Context: an optimization exercise on an open-source flow, tuned for small area, a short achievable clock period and few clock cycles. The choices shown serve that exercise and are no tape-out recipe. In this exercise RTL edits were held to simulation tests only and were not proved equivalent to the original.

`constraint.sdc`:
```
create_clock -name core_clock -period 13.0 [get_ports {clk_i}]
set_input_delay 2.6000 -clock core_clock [delete_from_list [all_inputs] [get_ports {clk_i}]]
set_output_delay 2.6000 -clock core_clock [all_outputs]
set_load 0.01 [all_outputs]
```
`run.sh`:
```
#!/bin/bash
# synth_recipe.tcl (not shown) runs the flow's synth.tcl, then flattens the netlist and writes it again
# the make line also repeats each setting of config.mk as NAME=value (left out here)
make -C /OpenROAD-flow-scripts/flow DESIGN_CONFIG=/design/flow/config.mk WORK_HOME=/design/flow/orfs CLKGATE_MAP_FILE= SYNTH_SCRIPT=/design/flow/synth_recipe.tcl finish
```
`config.mk`:
```
export PLATFORM = sky130hd
export DESIGN_NAME = schwarzschild_orbit_stepper
export DESIGN_NICKNAME = schwarzschild_orbit_stepper
export VERILOG_FILES = /design/flow/design.v
export SDC_FILE = /design/flow/constraint.sdc
export NUM_CORES = 4
export LEC_CHECK = 0
export CAP_MARGIN = 20
export CORE_MARGIN = 2
export CORE_UTILIZATION = 40
export PLACE_DENSITY = 0.6
export SLEW_MARGIN = 20
```
`design.v`:
```
package sos_pkg;
  typedef enum logic {
    OP_START = 1'b0,
    OP_STEP  = 1'b1
  } sos_op_e;
  typedef enum logic [1:0] {
    CAUSE_RUNNING  = 2'd0,
    CAUSE_ESCAPED  = 2'd1,
    CAUSE_CAPTURED = 2'd2
  } sos_cause_e;
  typedef enum logic [4:0] {
    ST_IDLE,
    ST_S_UQ,
    ST_S_TQ,
    ST_S_MQ,
    ST_THR,
    ST_THR_R,
    ST_HALVE,
    ST_HALVE_C,
    ST_P1,
    ST_P1R,
    ST_P2,
    ST_P2R,
    ST_P3,
    ST_P3R,
    ST_P4,
    ST_P4R,
    ST_P5,
    ST_P5R,
    ST_EMIT
  } sos_state_e;
  typedef struct packed {
    logic               op;   
    logic signed [31:0] start_angle;
    logic [31:0]        start_radius;
    logic signed [31:0] radius_rate;
    logic signed [31:0] angle_step;
  } sos_item_t;
  localparam logic [31:0] MASS_RESET = 32'd16777216;
  localparam logic [31:0] THRESH_Q28 = 32'd24159191;    
  localparam logic signed [31:0] S32_MAX = 32'sh7FFF_FFFF;
  localparam logic [63:0] CAPTURE_LIM = 64'h0008_0000_0000_0000;  
  localparam logic [63:0] ONE_Q44 = 64'h0000_1000_0000_0000;      
endpackage
module sos_front (
  input  logic                  clk_i,
  input  logic                  rst_ni,
  input  logic                  in_valid_i,
  output logic                  in_ready_o,
  input  logic                  req_type_i,
  input  logic signed [31:0]    start_angle_i,
  input  logic [31:0]           start_radius_i,
  input  logic signed [31:0]    radius_rate_i,
  input  logic signed [31:0]    angle_step_i,
  output logic                  q_valid_o,
  input  logic                  q_pop_i,
  output sos_pkg::sos_item_t    q_item_o
);
  sos_pkg::sos_item_t  mem0_q, mem1_q;
  sos_pkg::sos_item_t  item_in;
  logic       wr_ptr_q, rd_ptr_q;
  logic [1:0] cnt_q;
  logic       push, pop;
  assign in_ready_o = (cnt_q != 2'd2);
  assign q_valid_o  = (cnt_q != 2'd0);
  assign push       = in_valid_i && in_ready_o;
  assign pop        = q_pop_i && q_valid_o;
  assign q_item_o   = rd_ptr_q ? mem1_q : mem0_q;
  always_comb begin
    item_in.op           = req_type_i ? sos_pkg::OP_STEP : sos_pkg::OP_START;
    item_in.start_angle  = start_angle_i;
    item_in.start_radius = start_radius_i;
    item_in.radius_rate  = radius_rate_i;
    item_in.angle_step   = angle_step_i;
  end
  always_ff @(posedge clk_i) begin
    if (push && !wr_ptr_q) mem0_q <= item_in;
    if (push && wr_ptr_q) mem1_q <= item_in;
  end
  always_ff @(posedge clk_i or negedge rst_ni) begin
    if (!rst_ni) begin
      wr_ptr_q <= 1'b0;
      rd_ptr_q <= 1'b0;
      cnt_q    <= 2'd0;
    end else begin
      if (push) wr_ptr_q <= ~wr_ptr_q;
      if (pop) rd_ptr_q <= ~rd_ptr_q;
      cnt_q <= cnt_q + {1'b0, push} - {1'b0, pop};
    end
  end
endmodule
module sos_div (
  input  logic        clk_i,
  input  logic        rst_ni,
  input  logic        start_i,
  input  logic [63:0] dividend_i,
  input  logic [31:0] divisor_i,
  output logic [63:0] quot_o,
  output logic        done_o
);
  logic [31:0] rem_q, rem_d, dvs_q;
  logic [63:0] quot_q, quot_d;
  logic [4:0]  cnt_q;
  logic        busy_q, done_q;
  logic [32:0] trial;
  always_comb begin
    rem_d  = rem_q;
    quot_d = quot_q;
    trial  = '0;
    for (int k = 0; k < 2; k++) begin
      trial  = {rem_d, quot_d[63]};
      quot_d = {quot_d[62:0], 1'b0};
      if (trial >= {1'b0, dvs_q}) begin
        trial     = trial - {1'b0, dvs_q};
        quot_d[0] = 1'b1;
      end
      rem_d = trial[31:0];
    end
  end
  always_ff @(posedge clk_i) begin
    if (start_i) begin
      rem_q  <= '0;
      quot_q <= dividend_i;
      dvs_q  <= divisor_i;
    end else if (busy_q) begin
      rem_q  <= rem_d;
      quot_q <= quot_d;
    end
  end
  always_ff @(posedge clk_i or negedge rst_ni) begin
    if (!rst_ni) begin
      busy_q <= 1'b0;
      done_q <= 1'b0;
      cnt_q  <= '0;
    end else if (start_i) begin
      busy_q <= 1'b1;
      done_q <= 1'b0;
      cnt_q  <= '0;
    end else if (busy_q) begin
      cnt_q <= cnt_q + 5'd1;
      if (cnt_q == 5'd31) begin
        busy_q <= 1'b0;
        done_q <= 1'b1;
      end
    end
  end
  assign quot_o = quot_q;
  assign done_o = done_q;
endmodule
module sos_back #(
  parameter int MAX_HALVINGS = 49
) (
  input  logic                  clk_i,
  input  logic                  rst_ni,
  input  logic [31:0]           mass_i,
  input  logic                  q_valid_i,
  output logic                  q_pop_o,
  input  sos_pkg::sos_item_t    q_item_i,
  output logic                  out_valid_o,
  input  logic                  out_ready_i,
  output logic [31:0]           radius_o,
  output logic signed [31:0]    angle_o,
  output logic                  ended_o,
  output logic [1:0]            end_cause_o
);
  function automatic logic [31:0] mag32(input logic signed [31:0] v);
    mag32 = v[31] ? (~v + 32'd1) : v;
  endfunction
  function automatic logic signed [31:0] mulq_fin(input logic [63:0] p, input logic neg,
                                                  input int unsigned sh);
    logic [63:0] m;
    m = p >> sh;
    if (m > 64'h8000_0000) m = 64'h8000_0000;
    if (neg) mulq_fin = ~m[31:0] + 32'd1;
    else if (m[31]) mulq_fin = sos_pkg::S32_MAX;
    else mulq_fin = m[31:0];
  endfunction
  function automatic logic signed [31:0] sat32(input logic signed [35:0] v);
    if (v > 36'sh0_7FFF_FFFF) sat32 = sos_pkg::S32_MAX;
    else if (v < -36'sh0_8000_0000) sat32 = 32'sh8000_0000;
    else sat32 = v[31:0];
  endfunction
  localparam int NW = $clog2(MAX_HALVINGS + 2);
  localparam logic [NW-1:0] NMAX = NW'(MAX_HALVINGS);
  sos_pkg::sos_state_e state_q, state_d;
  logic signed [31:0] u_q, u_d, ur_q, ur_d, ang_q, ang_d, step_q, step_d;
  logic               fin_q, fin_d;
  sos_pkg::sos_cause_e         cause_q, cause_d;
  logic [31:0]        r0_q, r0_d, mr_q, mr_d, dm_q, dm_d, m_q, m_d;
  logic               rpn_q, rpn_d, dn_q, dn_d, opp_q, opp_d, rdiv_q, rdiv_d;
  logic [NW-1:0]      n_q, n_d;
  logic [63:0]        thr_q, thr_d, p_q;
  logic signed [31:0] tmp_q, tmp_d;
  logic               ov_q, ov_d;
  logic [31:0]        orad_q, orad_d;
  logic signed [31:0] oang_q, oang_d;
  logic               oend_q, oend_d;
  logic [1:0]         ocause_q, ocause_d;
  logic [31:0] mul_a, mul_b;
  logic        div_start, div_done;
  logic [63:0] div_dvd, div_q;
  logic [31:0] div_dvs;
  logic signed [31:0] mres;
  sos_div u_div (
    .clk_i     (clk_i),
    .rst_ni    (rst_ni),
    .start_i   (div_start),
    .dividend_i(div_dvd),
    .divisor_i (div_dvs),
    .quot_o    (div_q),
    .done_o    (div_done)
  );
  always_ff @(posedge clk_i) p_q <= mul_a * mul_b;
  always_comb begin
    state_d = state_q;
    u_d = u_q;  ur_d = ur_q;  ang_d = ang_q;  step_d = step_q;
    fin_d = fin_q;  cause_d = cause_q;
    r0_d = r0_q;  mr_d = mr_q;  dm_d = dm_q;  m_d = m_q;
    rpn_d = rpn_q;  dn_d = dn_q;  opp_d = opp_q;  rdiv_d = rdiv_q;
    n_d = n_q;  thr_d = thr_q;  tmp_d = tmp_q;
    ov_d = ov_q && !out_ready_i;
    orad_d = orad_q;  oang_d = oang_q;  oend_d = oend_q;  ocause_d = ocause_q;
    mul_a = '0;  mul_b = '0;
    div_start = 1'b0;  div_dvd = sos_pkg::ONE_Q44;  div_dvs = r0_q;
    q_pop_o = 1'b0;
    mres = '0;
    case (state_q)
      sos_pkg::ST_IDLE: begin
        if (q_valid_i && !ov_q) begin
          q_pop_o = 1'b1;
          if (q_item_i.op == sos_pkg::OP_START) begin
            ang_d = q_item_i.start_angle;
            r0_d  = q_item_i.start_radius;
            mr_d  = mag32(q_item_i.radius_rate);
            rpn_d = q_item_i.radius_rate[31];
            dn_d  = q_item_i.angle_step[31];
            dm_d  = mag32(q_item_i.angle_step);
            opp_d = (q_item_i.radius_rate[31] && $signed(q_item_i.angle_step) > 0) ||
                    ($signed(q_item_i.radius_rate) > 0 && q_item_i.angle_step[31]);
            n_d   = '0;
            if (q_item_i.start_radius == '0) begin
              u_d = sos_pkg::S32_MAX;
              m_d = (q_item_i.radius_rate != '0) ? sos_pkg::S32_MAX : '0;
              state_d = sos_pkg::ST_THR;
            end else begin
              div_start = 1'b1;
              div_dvs   = q_item_i.start_radius;
              state_d   = sos_pkg::ST_S_UQ;
            end
          end else if (!fin_q) begin
            oang_d = ang_q;
            rdiv_d = (u_q > 0);
            div_start = (u_q > 0);
            div_dvs   = u_q;
            state_d   = sos_pkg::ST_P1;
          end
        end
      end
      sos_pkg::ST_S_UQ: begin
        if (div_done) begin
          u_d = (div_q > 64'(sos_pkg::S32_MAX)) ? sos_pkg::S32_MAX : div_q[31:0];
          div_start = 1'b1;
          div_dvd   = {4'd0, mr_q, 28'd0};
          state_d   = sos_pkg::ST_S_TQ;
        end
      end
      sos_pkg::ST_S_TQ: begin
        if (div_done) begin
          if (div_q[63:48] != '0) begin
            m_d = sos_pkg::S32_MAX;
            state_d = sos_pkg::ST_THR;
          end else begin
            div_start = 1'b1;
            div_dvd   = {div_q[47:0], 16'd0};
            state_d   = sos_pkg::ST_S_MQ;
          end
        end
      end
      sos_pkg::ST_S_MQ: begin
        if (div_done) begin
          m_d = (div_q > 64'(sos_pkg::S32_MAX)) ? sos_pkg::S32_MAX : div_q[31:0];
          state_d = sos_pkg::ST_THR;
        end
      end
      sos_pkg::ST_THR: begin
        mul_a = r0_q;
        mul_b = sos_pkg::THRESH_Q28;
        state_d = sos_pkg::ST_THR_R;
      end
      sos_pkg::ST_THR_R: begin
        thr_d = p_q;
        state_d = sos_pkg::ST_HALVE;
      end
      sos_pkg::ST_HALVE, sos_pkg::ST_HALVE_C: begin
        if (state_q == sos_pkg::ST_HALVE_C && p_q > thr_q) begin
          dm_d = dm_q >> 1;
          n_d  = n_q + NW'(1);
          state_d = sos_pkg::ST_HALVE;
        end else if (state_q == sos_pkg::ST_HALVE && n_q < NMAX && opp_q && dm_q != '0) begin
          mul_a = mr_q;
          mul_b = dm_q;
          state_d = sos_pkg::ST_HALVE_C;
        end else begin
          step_d  = dn_q ? (~dm_q + 32'd1) : dm_q;
          ur_d    = rpn_q ? m_q : (~m_q + 32'd1);
          fin_d   = 1'b0;
          cause_d = sos_pkg::CAUSE_RUNNING;
          state_d = sos_pkg::ST_IDLE;
        end
      end
      sos_pkg::ST_P1: begin
        mul_a = mass_i;
        mul_b = mag32(u_q);
        state_d = sos_pkg::ST_P1R;
      end
      sos_pkg::ST_P1R: begin
        tmp_d = mulq_fin(p_q, u_q[31], 24);              
        state_d = sos_pkg::ST_P2;
      end
      sos_pkg::ST_P2: begin
        mul_a = mag32(tmp_q);
        mul_b = mag32(u_q);
        state_d = sos_pkg::ST_P2R;
      end
      sos_pkg::ST_P2R: begin
        mres  = mulq_fin(p_q, tmp_q[31] ^ u_q[31], 28);  
        tmp_d = sat32(36'(sat32(36'(mres) * 36'sd3)) - 36'(u_q));
        state_d = sos_pkg::ST_P3;
      end
      sos_pkg::ST_P3: begin
        mul_a = mag32(step_q);
        mul_b = mag32(tmp_q);
        state_d = sos_pkg::ST_P3R;
      end
      sos_pkg::ST_P3R: begin
        mres = mulq_fin(p_q, step_q[31] ^ tmp_q[31], 28);
        ur_d = sat32(36'(ur_q) + 36'(mres));
        state_d = sos_pkg::ST_P4;
      end
      sos_pkg::ST_P4: begin
        mul_a = mag32(step_q);
        mul_b = mag32(ur_q);
        state_d = sos_pkg::ST_P4R;
      end
      sos_pkg::ST_P4R: begin
        mres = mulq_fin(p_q, step_q[31] ^ ur_q[31], 28);
        u_d  = sat32(36'(u_q) + 36'(mres));
        if (u_d[31]) begin
          fin_d   = 1'b1;
          cause_d = sos_pkg::CAUSE_ESCAPED;
          state_d = sos_pkg::ST_EMIT;
        end else begin
          state_d = sos_pkg::ST_P5;
        end
      end
      sos_pkg::ST_P5: begin
        mul_a = mass_i;
        mul_b = u_q;
        state_d = sos_pkg::ST_P5R;
      end
      sos_pkg::ST_P5R: begin
        if (p_q > sos_pkg::CAPTURE_LIM) begin
          fin_d   = 1'b1;
          cause_d = sos_pkg::CAUSE_CAPTURED;
        end else begin
          ang_d = ang_q + (step_q >>> 4);
        end
        state_d = sos_pkg::ST_EMIT;
      end
      sos_pkg::ST_EMIT: begin
        if (!rdiv_q || div_done) begin
          orad_d   = (!rdiv_q || div_q[63:32] != '0) ? 32'hFFFF_FFFF : div_q[31:0];
          oend_d   = fin_q;
          ocause_d = cause_q;
          ov_d     = 1'b1;
          state_d  = sos_pkg::ST_IDLE;
        end
      end
      default: state_d = sos_pkg::ST_IDLE;
    endcase
  end
  always_ff @(posedge clk_i) begin
    r0_q <= r0_d;  mr_q <= mr_d;  dm_q <= dm_d;  m_q <= m_d;
    rpn_q <= rpn_d;  dn_q <= dn_d;  opp_q <= opp_d;  rdiv_q <= rdiv_d;
    n_q <= n_d;  thr_q <= thr_d;  tmp_q <= tmp_d;
    orad_q <= orad_d;  oang_q <= oang_d;  oend_q <= oend_d;  ocause_q <= ocause_d;
  end
  always_ff @(posedge clk_i or negedge rst_ni) begin
    if (!rst_ni) begin
      state_q <= sos_pkg::ST_IDLE;
      u_q     <= '0;
      ur_q    <= '0;
      ang_q   <= '0;
      step_q  <= '0;
      fin_q   <= 1'b1;
      cause_q <= sos_pkg::CAUSE_RUNNING;
      ov_q    <= 1'b0;
    end else begin
      state_q <= state_d;
      u_q     <= u_d;
      ur_q    <= ur_d;
      ang_q   <= ang_d;
      step_q  <= step_d;
      fin_q   <= fin_d;
      cause_q <= cause_d;
      ov_q    <= ov_d;
    end
  end
  assign out_valid_o = ov_q;
  assign radius_o    = orad_q;
  assign angle_o     = oang_q;
  assign ended_o     = oend_q;
  assign end_cause_o = ocause_q;
endmodule
module schwarzschild_orbit_stepper #(
  parameter int MAX_HALVINGS = 49
) (
  input  logic               clk_i,
  input  logic               rst_ni,
  input  logic               psel,
  input  logic               penable,
  input  logic               pwrite,
  input  logic [2:0]         paddr,
  input  logic [31:0]        pwdata,
  output logic [31:0]        prdata,
  output logic               pready,
  input  logic               in_valid_i,
  output logic               in_ready_o,
  input  logic               req_type_i,
  input  logic signed [31:0] start_angle_i,
  input  logic [31:0]        start_radius_i,
  input  logic signed [31:0] radius_rate_i,
  input  logic signed [31:0] angle_step_i,
  output logic               out_valid_o,
  input  logic               out_ready_i,
  output logic [31:0]        radius_o,
  output logic signed [31:0] angle_o,
  output logic               ended_o,
  output logic [1:0]         end_cause_o
);
  logic [31:0] mass_q;
  logic        q_valid, q_pop;
  sos_pkg::sos_item_t   q_item;
  assign pready = 1'b1;
  assign prdata = (paddr[2] == 1'b0) ? mass_q : 32'd0;
  always_ff @(posedge clk_i or negedge rst_ni) begin
    if (!rst_ni) begin
      mass_q <= sos_pkg::MASS_RESET;
    end else if (psel && penable && pwrite && pready && paddr[2] == 1'b0) begin
      mass_q <= pwdata;
    end
  end
  sos_front u_front (
    .clk_i         (clk_i),
    .rst_ni        (rst_ni),
    .in_valid_i    (in_valid_i),
    .in_ready_o    (in_ready_o),
    .req_type_i    (req_type_i),
    .start_angle_i (start_angle_i),
    .start_radius_i(start_radius_i),
    .radius_rate_i (radius_rate_i),
    .angle_step_i  (angle_step_i),
    .q_valid_o     (q_valid),
    .q_pop_i       (q_pop),
    .q_item_o      (q_item)
  );
  sos_back #(
    .MAX_HALVINGS(MAX_HALVINGS)
  ) u_back (
    .clk_i      (clk_i),
    .rst_ni     (rst_ni),
    .mass_i     (mass_q),
    .q_valid_i  (q_valid),
    .q_pop_o    (q_pop),
    .q_item_i   (q_item),
    .out_valid_o(out_valid_o),
    .out_ready_i(out_ready_i),
    .radius_o   (radius_o),
    .angle_o    (angle_o),
    .ended_o    (ended_o),
    .end_cause_o(end_cause_o)
  );
endmodule
```
==> results.ini <==
[floorplanning]
rows=175
initial_utilization_pct=40.3
dieArea_um2=233000
core_area_um2=228000
fp.dieW_um=483
die_height_um=483
io_pins=273

[logic_synthesis]
ys_types=100
synth.avg_cell_area_um2=9.22
async_reset_ff_share_pct=19.3
synth_seq_area_share_pct=28.4
synth_nets=11624
ys_ff_latch=931
syn-cell-area_um2=91800
synth.yosys.warnings=4
synth_cells=9953
synth-edff-count=655
synthFlopType=edfxtp_1

[setup_path]
start_kind=flip-flop
worst-path-buf-inv=7
r2r_cells=37
reg2reg_setup_slack_ns=0.39
slowest_delay_ns=0.65
setup.worst_path.class=reg -> reg
crit_slowest_cell=o31a_2
reg2reg_from=u_back.dm_q[6]
crit_family=adder cells
r2r_end=u_back.p_q[56]
cp-end-kind=flip-flop
cp_max_fo=32
critPathMostFrequentCell=fa_1
worst-endpoint-required_ns=13.64
crit_arrival_ns=13.25

[drt]
drt_iter0_drc=9430
viasPerCell=5.86
wl_per_cell_um=26.2
drc_errors=0
drtAntennaViolNets=0
vias=77330
first_pass_iters=12
routed_wirelength_mm=346

[global_route]
grt_pass1_vias=74976
grt_overflow=0
grt_pass1_wl_mm=504
grt_use_total_pct=29.3
grt_max_degree=85
antenna_found_initial=21

[min_path]
hp-start=u_back.p_q[7]
whs_endpoint=u_back.thr_q[7]
hold_path_class=reg -> reg
min_delay_path_depth=0

[clock_network]
post_cts_buffers=0
cts.path.max_buffers=3
cts_buffers=100
h-tree-depth=3
cts_resized=0
cts_root_buf=clkbuf_16
insertion_delay_ns=0.82
clkSlewWorstSetupHoldPaths_ns=0.06
postCtsHoldBufs=0
clock_sinks=931
cts_tree=built

[sta]
relSlewSlack_pct=17.7
rsz0062_at_grt=no
fin_tns_setup_ns=0
setup-violations-final=0
final_hold_viol_count=0
worstMarginPinSlew_ns=1.22
timing.fmax_mhz=79.3
drv_slew=0
min_period_over_period_pct=97.0
final.setup_skew_ns=0.108
period_needed_ns=12.61

[flow_run]
cap_violations=0

[run_status]
status=timing/DRC/antenna clean

[finish]
finalCoreUtilization_pct=44.9
syn_to_final_growth_pct=11.3
final_cell_mix=inv_1, nand2_1, fa_1, nor2_1, edfxtp_1
final_common_cell=inv_1
drive_gt1_share_pct=6.38
nNetsFinal=11759

[place]
gp_congestion=1.02
port_buffers=269
hpwl_mm=273

## state kept, by name, indices dropped and copies added, names as in the netlist, 64 cells and up
| signal | cells |
|---|---|
| u_front.mem0_q | 129 |
| u_front.mem1_q | 129 |
| u_back.p_q | 64 |
| u_back.thr_q | 64 |
| u_back.u_div.quot_q | 64 |
## stage by stage
stage | worst slack (ns) | cells | hold WS [ns] | cell area (um^2)
4_1_cts | 0.658 | 13182 | 0.462 | 102000
3_5_place_dp | 0.703 | 12993 | 0.448 | 98700
5_1_grt | 0.0967 | 13184 | 0.484 | 102000
3_3_place_gp | 0.782 | 12993 | 0.445 | 98700
6_report | 0.388 | 13191 | 0.462 | 102000
2_1_floorplan | 2.14 | 9953 | 0.419 | 91800
## layout make-up
cell class / count / area, um^2
diodes: 7 / 17.5
inverters: 1363 / 5120
multi-input cells: 7157 / 59000
fillers: 21785 / 126000
well taps: 3009 / 3760
flip-flops and latches: 931 / 26100
clock buffers: 129 / 2690
repair buffers: 535 / 4750
clock inverters: 60 / 727
## logic make-up after synthesis
group / synth area share [%]
AOI/OAI and AO/OA: 14.7
xor gates and xnor gates: 4.64
adders and majority gates: 27.8
buffers and inverters: 7.73
DFF: 28.4
muxes: 2.74
other: 0.00818
and+or+nand+nor: 13.9
## synth_stat cells, types with 19 or more instances
library cell / instances / area (um^2)
inv_1: 1362 / 5110
nand2_1: 1255 / 4710
fa_1: 903 / 18100
nor2_1: 702 / 2640
edfxtp_1: 655 / 19700
ha_1: 597 / 7470
o21ai_0: 544 / 2720
a21oi_1: 540 / 2700
clkbuf_1: 410 / 1540
xnor2_1: 276 / 2420
xor2_1: 210 / 1840
a21o_1: 193 / 1450
dfrtp_1: 178 / 4450
mux2i_1: 157 / 1570
nor3_1: 147 / 736
nand3_1: 115 / 576
nand2b_1: 105 / 657
dfxtp_1: 96 / 1920
a31oi_1: 92 / 576
and2_1: 90 / 563
mux2_2: 84 / 946
nor2b_1: 76 / 475
o21a_1: 76 / 571
nor4_1: 69 / 432
o31ai_1: 64 / 480
or3_1: 64 / 400
buf_2: 59 / 295
nand4_1: 58 / 363
a222oi_1: 53 / 531
and3_1: 43 / 269
o21bai_1: 41 / 308
o211ai_1: 40 / 300
or4_1: 38 / 285
o22ai_1: 34 / 213
o41ai_1: 30 / 263
buf_1: 29 / 109
a211oi_1: 27 / 203
a22o_1: 27 / 236
a22oi_1: 26 / 195
o311ai_0: 25 / 219
or2_2: 24 / 150
o22a_1: 19 / 166
## layer usage
layer	GRT usage, %	up-vias	routed length (um)
met1	41.1	38683	146000
met5	0	-	120
li1	-	33963	-
met3	5.69	770	32900
met4	14.1	20	19700
met2	43.4	3894	147000
## worst max path at each step
stage	startpoint	endpoint	slack, ns	cells past startpoint
after global placement	u_back.dm_q[6]	u_back.p_q[56]	0.78	35
after global routing	u_back.dm_q[6]	u_back.p_q[56]	0.1	35
after floorplan	u_back.dm_q[6]	u_back.p_q[60]	2.14	40
after detailed placement	u_back.dm_q[6]	u_back.p_q[56]	0.70	35
after CTS	u_back.dm_q[6]	u_back.p_q[56]	0.66	35
final	u_back.dm_q[6]	u_back.p_q[56]	0.39	37
Testbench counts, summed over its fixed seeds: cycles 221,928.

==> port drivers added, routing unchanged <==
Ports are ideal in the flow. The routed layout listed here was re-timed in OpenROAD. Step 1 assumes that a clkbuf_16 drives the clock port and a buf_2 every other input. Step 2 moves the port delays by t, midway between the first and last clock arrival at a register: inputs arrive t later, outputs are due t later. That takes back most of the time a late clock gives input paths. Slacks: ideal ports / drivers / drivers and shift; pairs: ideal ports / drivers.
t, ns: 0.848
setup slack, ns: 0.388 / 0.388 / 0.388
worst hold slack (ns): 0.462 / 0.462 / 0.462
clock arrival spread, ns: 0.108 / 0.108
After both steps setup and hold are still met in this run. For this run, drivers alone change the setup slack by 0.000 ns; drivers and shift together by 0.000 ns.
